This is an optimization exercise on Yosys and OpenROAD, whose aim is small area, a short achievable clock period and few clock cycles per item, not a production implementation. Where RTL was checked, it was by simulation tests only, not by an equivalence proof against the original. No activity file was given, so power comes from the tool's default toggle rates.

// dmem_ctrl
module dmem_ctrl (
  input  logic        clk,
  input  logic        rst_n,
  input  logic        req_valid,
  output logic        req_ready,
  input  logic        req_we,
  input  logic [1:0]  req_size,
  input  logic        req_unsigned,
  input  logic [31:0] req_addr,
  input  logic [31:0] req_wdata,
  output logic        rsp_valid,
  input  logic        rsp_ready,
  output logic [31:0] rsp_rdata,
  output logic        rsp_err
);
  localparam int NW = 100;    
  logic       accept, take;
  logic       req_ready_q;
  logic [2:0] cnt_q;          
  assign accept = req_valid && req_ready_q;
  assign take   = rsp_valid && rsp_ready;
  logic cur_err;
  assign cur_err = (req_size == 2'b11) ||
                   (req_size == 2'b01 && req_addr[0]) ||
                   (req_size == 2'b10 && req_addr[1:0] != 2'b00) ||
                   (|req_addr[31:9]) ||
                   (req_addr[8] && req_addr[7] && (req_addr[6] || req_addr[5] || req_addr[4]));
  logic [3:0] be_in;
  always_comb begin
    case (req_size)
      2'b00:   be_in = 4'b0001 << req_addr[1:0];
      2'b01:   be_in = req_addr[1] ? 4'b1100 : 4'b0011;
      default: be_in = 4'b1111;
    endcase
  end
  logic        v0_q;           
  logic [3:0]  be0_q;          
  logic [31:0] wd0_q;          
  logic [NW-1:0] sel0_q;       
  logic        ld0_q;          
  logic        err0_q;
  logic [1:0]  lane0_q, size0_q;
  logic        uns0_q;
  always_ff @(posedge clk or negedge rst_n) begin
    if (!rst_n) begin
      v0_q  <= 1'b0;
      be0_q <= 4'b0;
    end else begin
  ...
Size: ~3600 flip-flops, about 0.13 sq mm of cells after synthesis.
clock: 6.0 ns
lec_check: 0
cap_margin: 20
core_margin: 2
core_utilization: 40
place_density: 0.5
setup_slack_margin: 3.45
slew_margin: 20
run.sh (not shown) runs the stock make flow with config.mk's settings and CLKGATE_MAP_FILE= SYNTH_SCRIPT=/design/flow/synth_recipe.tcl, a recipe that flattens the netlist after the stock synthesis.
Testbench counts at the start, summed over its fixed seeds: cycles 24,024, items 24,000.
==> next run, changes <==
Settings changed: CTS_CLUSTER_DIAMETER set to 60, CTS_CLUSTER_SIZE set to 30.
=> The new run completed with no timing, DRC or antenna violations. Synthesized cell count does not change. Register-to-register slack is about the same. Maximum frequency is about the same. Worst setup slack gains 0.0044 ns. Clock-buffer cell count came out lower by 263.
==> next run, changes <==
Settings changed: CTS_CLUSTER_DIAMETER 60 to not set, CTS_CLUSTER_SIZE 30 to not set, SETUP_SLACK_MARGIN 3.45 to 3.25.
=> The new run finished with timing, DRC and antenna clean. Routed wire length stays flat. Sequential share of layout area decreases by 1.8 points. Core utilization increases by 1.1 points. Final area increases by 2.4%. Global-route usage barely changes.
==> next run, changes <==
Settings changed: CTS_CLUSTER_DIAMETER set to 60, CTS_CLUSTER_SIZE set to 30.
=>
- area after synthesis stays the same
- wire length decreases by 0.62%
- cell area decreases by 2.9%
- die area is unchanged
- non-clock buffer count stays the same
- sequential share of layout area increases by 2.1 points
- combinational power decreases by about 2%
- clock-buffer cell count decreases by 246
- flip-flop and latch count is unchanged

Another version of the RTL of dmem_ctrl (not shown whole).
Size in the first run: roughly 7,200 cells after synthesis, roughly 3,700 flip-flops, about 110 I/O pins, roughly 0.13 sq mm of cells after synthesis.
// dmem_ctrl
module dmem_ctrl (
  input  logic        clk,
  input  logic        rst_n,
  input  logic        req_valid,
  output logic        req_ready,
  input  logic        req_we,
  input  logic [1:0]  req_size,
  input  logic        req_unsigned,
  input  logic [31:0] req_addr,
  input  logic [31:0] req_wdata,
  output logic        rsp_valid,
  input  logic        rsp_ready,
  output logic [31:0] rsp_rdata,
  output logic        rsp_err
);
make LEC_CHECK=0 CAP_MARGIN=20 CORE_MARGIN=2 CORE_UTILIZATION=50 CTS_CLUSTER_DIAMETER=60 CTS_CLUSTER_SIZE=30 PLACE_DENSITY=0.6 SETUP_SLACK_MARGIN=3.5 SLEW_MARGIN=20 finish   # period 6.0 ns
The starting point finished with timing, DRC and antenna clean.
Testbench counts at the start, summed over its fixed seeds: cycles 24,024, items 24,000.
Change:
- CORE_UTILIZATION: 50 -> 55
- PLACE_DENSITY: 0.6 -> 0.65
Result: The new run finished clean; via count stays flat; hold slack is about the same; worst setup slack gets worse by 0.034 ns; cell area is lower by 0.66%.
Change:
- CORE_UTILIZATION: 55 -> 65
- PLACE_DENSITY: 0.65 -> 0.75
- SETUP_SLACK_MARGIN: 3.5 -> 3.6
Global-route usage grows by 4.9 points.
Non-clock buffer count grows by 6.
Final area shrinks by 0.60%.
Core utilization grows by 11 points.
Change:
- CORE_UTILIZATION: 65 -> 40
- PLACE_DENSITY: 0.75 -> 0.5
- SETUP_SLACK_MARGIN: 3.6 -> 3.5
What happened:
- setup slack is worse by 0.0033 ns
- non-clock buffer count rose by 14
- clock power rose by about a fifth
- final cell count rose by about a fifth
- combinational power stays flat
- via count fell slightly
- worst hold slack is worse by 0.0087 ns
- routed wire length rose by about a fifth
- sequential power is about the same
Change:
- CORE_UTILIZATION: 40 -> 60
- PLACE_DENSITY: 0.5 -> 0.7
- SETUP_SLACK_MARGIN: 3.5 -> 3.55
The changed run ran to the end with no violations.
Core utilization rises by 21 points.
Clock skew falls by 0.012 ns.
Count of clock-buffer cells in the layout goes down by 29.
Power is lower by a few percent.
Flip-flop and latch count stays the same.
Routed wire length decreases by roughly a tenth.
Fmax climbs slightly.
Area after synthesis is unchanged.
Design area drops by a few percent.
Worst setup slack improves by 0.036 ns.

Setup of PW:
dmem_ctrl, a different RTL version from the one above (not shown whole).
Size: about 3500 flip-flops, about 130000 um2 of cells after synthesis.
clock: 6.0 ns
lec_check: 0
cap_margin: 20
core_margin: 2
core_utilization: 40
place_density: 0.5
slew_margin: 20
Testbench counts of PW, summed over its fixed seeds: cycles 24,024, items 24,000.
What MS does differently from PW at the input level:
-- flow/config.mk --
<<< PW, line 12
>>> MS, line 12
export SETUP_SLACK_MARGIN = 3.3
Findings:
- Looking at the reports, MS completed the entire flow and the layout it produced met the timing, design-rule and antenna checks.
- Diff PW -> MS: detailed placement HPWL now sits higher, total non-filler cell area in the finished layout now larger, global-route wire length before repair +35000 um, static leakage went up, area growth from synthesis to layout +2.9 points.
- MS vs. PW: multi-input logic cell count barely changed, routed via count divided by cell count went up, cell area after placement flat.
- MS gives less share of the clock period used by the worst path than PW did.
- Placer's final routability congestion estimate essentially unchanged between MS and PW.

## run A
Another version of the RTL of dmem_ctrl (not shown whole).
Size in the first run: roughly 7100 cells after synthesis.
Design dmem_ctrl, start of the top module:
module dmem_ctrl (
  input  logic        clk,
  input  logic        rst_n,
  input  logic        req_valid,
  output logic        req_ready,
  input  logic        req_we,
  input  logic [1:0]  req_size,
  input  logic        req_unsigned,
  input  logic [31:0] req_addr,
  input  logic [31:0] req_wdata,
  output logic        rsp_valid,
  input  logic        rsp_ready,
  output logic [31:0] rsp_rdata,
  output logic        rsp_err
);
  localparam int NW = 100;    
  localparam int NG = 4;      
  logic       accept, take;
  logic       req_ready_q;
  logic [2:0] cnt_q;          
  assign accept = req_valid && req_ready_q;
  assign take   = rsp_valid && rsp_ready;
  logic cur_err;
  assign cur_err = (req_size == 2'b11) ||
                   (req_size == 2'b01 && req_addr[0]) ||
                   (req_size == 2'b10 && req_addr[1:0] != 2'b00) ||
                   (|req_addr[31:9]) ||
                   (req_addr[8] && req_addr[7] && (req_addr[6] || req_addr[5] || req_addr[4]));
  logic [3:0] be_in;
  always_comb begin
    case (req_size)
      2'b00:   be_in = 4'b0001 << req_addr[1:0];
      2'b01:   be_in = req_addr[1] ? 4'b1100 : 4'b0011;
      default: be_in = 4'b1111;
    endcase
  end
  logic        v0_q;           
  logic [31:0] lsel0_q;        
  logic [3:0]  gsel0_q;        
  logic        ld0_q;          
  logic        err0_q;
  logic [1:0]  lane0_q, size0_q;
  logic        uns0_q;
  always_ff @(posedge clk or negedge rst_n) begin
    if (!rst_n) v0_q <= 1'b0;
    else        v0_q <= accept;
  end
  always_ff @(posedge clk) begin
    for (int j = 0; j < 32; j++) lsel0_q[j] <= (req_addr[6:2] == 5'(j));
    for (int g = 0; g < NG; g++) gsel0_q[g] <= (req_addr[8:7] == 2'(g));
    lane0_q <= req_addr[1:0];
    size0_q <= req_size;
    uns0_q  <= req_unsigned;
    ld0_q   <= !req_we && !cur_err;
    err0_q  <= cur_err;
  end
  logic [NW-1:0][31:0] mem;
  logic [3:0]          wbe;
  logic [31:0]         wd;
  logic [31:0]         wl;
  logic [3:0]          wg;
  assign wbe = (rst_n && accept && req_we && !cur_err) ? be_in : 4'b0;
  always_comb begin
    case (req_size)
      2'b00:   wd = {4{req_wdata[7:0]}};
  ...
clock: 6.0 ns
lec_check: 0
cap_margin: 20
core_margin: 2
core_utilization: 40
cts_cluster_diameter: 60
cts_cluster_size: 40
place_density: 0.5
setup_slack_margin: 3.3
slew_margin: 20
### run A -> run M
-- flow/config.mk --
<<< run A, line 10
export CORE_UTILIZATION = 40
export CTS_CLUSTER_DIAMETER = 60
export CTS_CLUSTER_SIZE = 40
export PLACE_DENSITY = 0.5
>>> run M, line 10
export CORE_UTILIZATION = 40
export CTS_CLUSTER_SIZE = 20
export PLACE_DENSITY = 0.5
## What came out
Taking run A as the reference point, the final worst-path cycle share of run M rises by 0.41 points.
Compared to run A, run M has filler cell count 461 lower.
Run M gives more power than run A did.
Summary: with run A as the reference, number of global-route vias before repair in run M moved up by a few percent.
Compared to run A, the router laid down more metal wire for run M.
Summary of run M over run A: peak clock frequency supported by timing moved down; detailed-route vias per instance moved down.
No functional check of the RTL was part of any run of this note.

re-timing with driven ports:
In the flow no input, the clock included, has a driving cell. The finished layouts below were timed again as built, in two steps.
Step 1: set_driving_cell puts a clkbuf_16 on clk and a buf_2 on each other input, an assumption about the parent block.
Step 2, shift: input delay + t, output delay - t, t = (earliest + latest rising clock arrival at the registers) / 2. This alone moves slack from input paths to output paths.
Three values: no drivers, after step 1, after step 2; two values: the first two.
run	t, ns	slack for setup (ns)	hold slack, ns	worst slew at a driven data input, ns
the first run of note 1	0.996	3.342 / 3.294 / 2.640	0.327 / 0.327 / 0.327	0.22
the second run of note 1	1.022	3.346 / 3.247 / 2.651	0.333 / 0.333 / 0.333	0.22
the third run of note 1	0.982	3.128 / 3.128 / 2.516	0.351 / 0.351 / 0.351	0.26
the fourth run of note 1	1.020	3.173 / 3.173 / 2.458	0.373 / 0.373 / 0.373	0.29
the first run of note 2	0.984	3.385 / 3.284 / 2.630	0.366 / 0.366 / 0.366	0.26
the second run of note 2	0.964	3.350 / 3.254 / 2.601	0.365 / 0.365 / 0.365	0.19
the third run of note 2	0.972	3.368 / 3.279 / 2.748	0.347 / 0.347 / 0.347	0.21
the fourth run of note 2	1.012	3.365 / 3.267 / 2.602	0.339 / 0.339 / 0.339	0.22
the fifth run of note 2	0.960	3.401 / 3.311 / 2.538	0.357 / 0.357 / 0.357	0.14
PW	1.054	2.259 / 2.259 / 1.925	0.236 / 0.144 / 0.321	0.12
MS	1.043	3.040 / 3.040 / 2.459	0.226 / 0.147 / 0.323	0.12
run A	1.059	3.029 / 3.105 / 2.051	0.329 / 0.319 / 0.329	0.19
run M	1.063	3.005 / 3.074 / 2.023	0.276 / 0.276 / 0.276	0.19
After both steps setup and hold are still met in every run listed. The setup slack of run M, which loses most, moves by +0.069 ns with the drivers and by -0.982 ns with both steps.
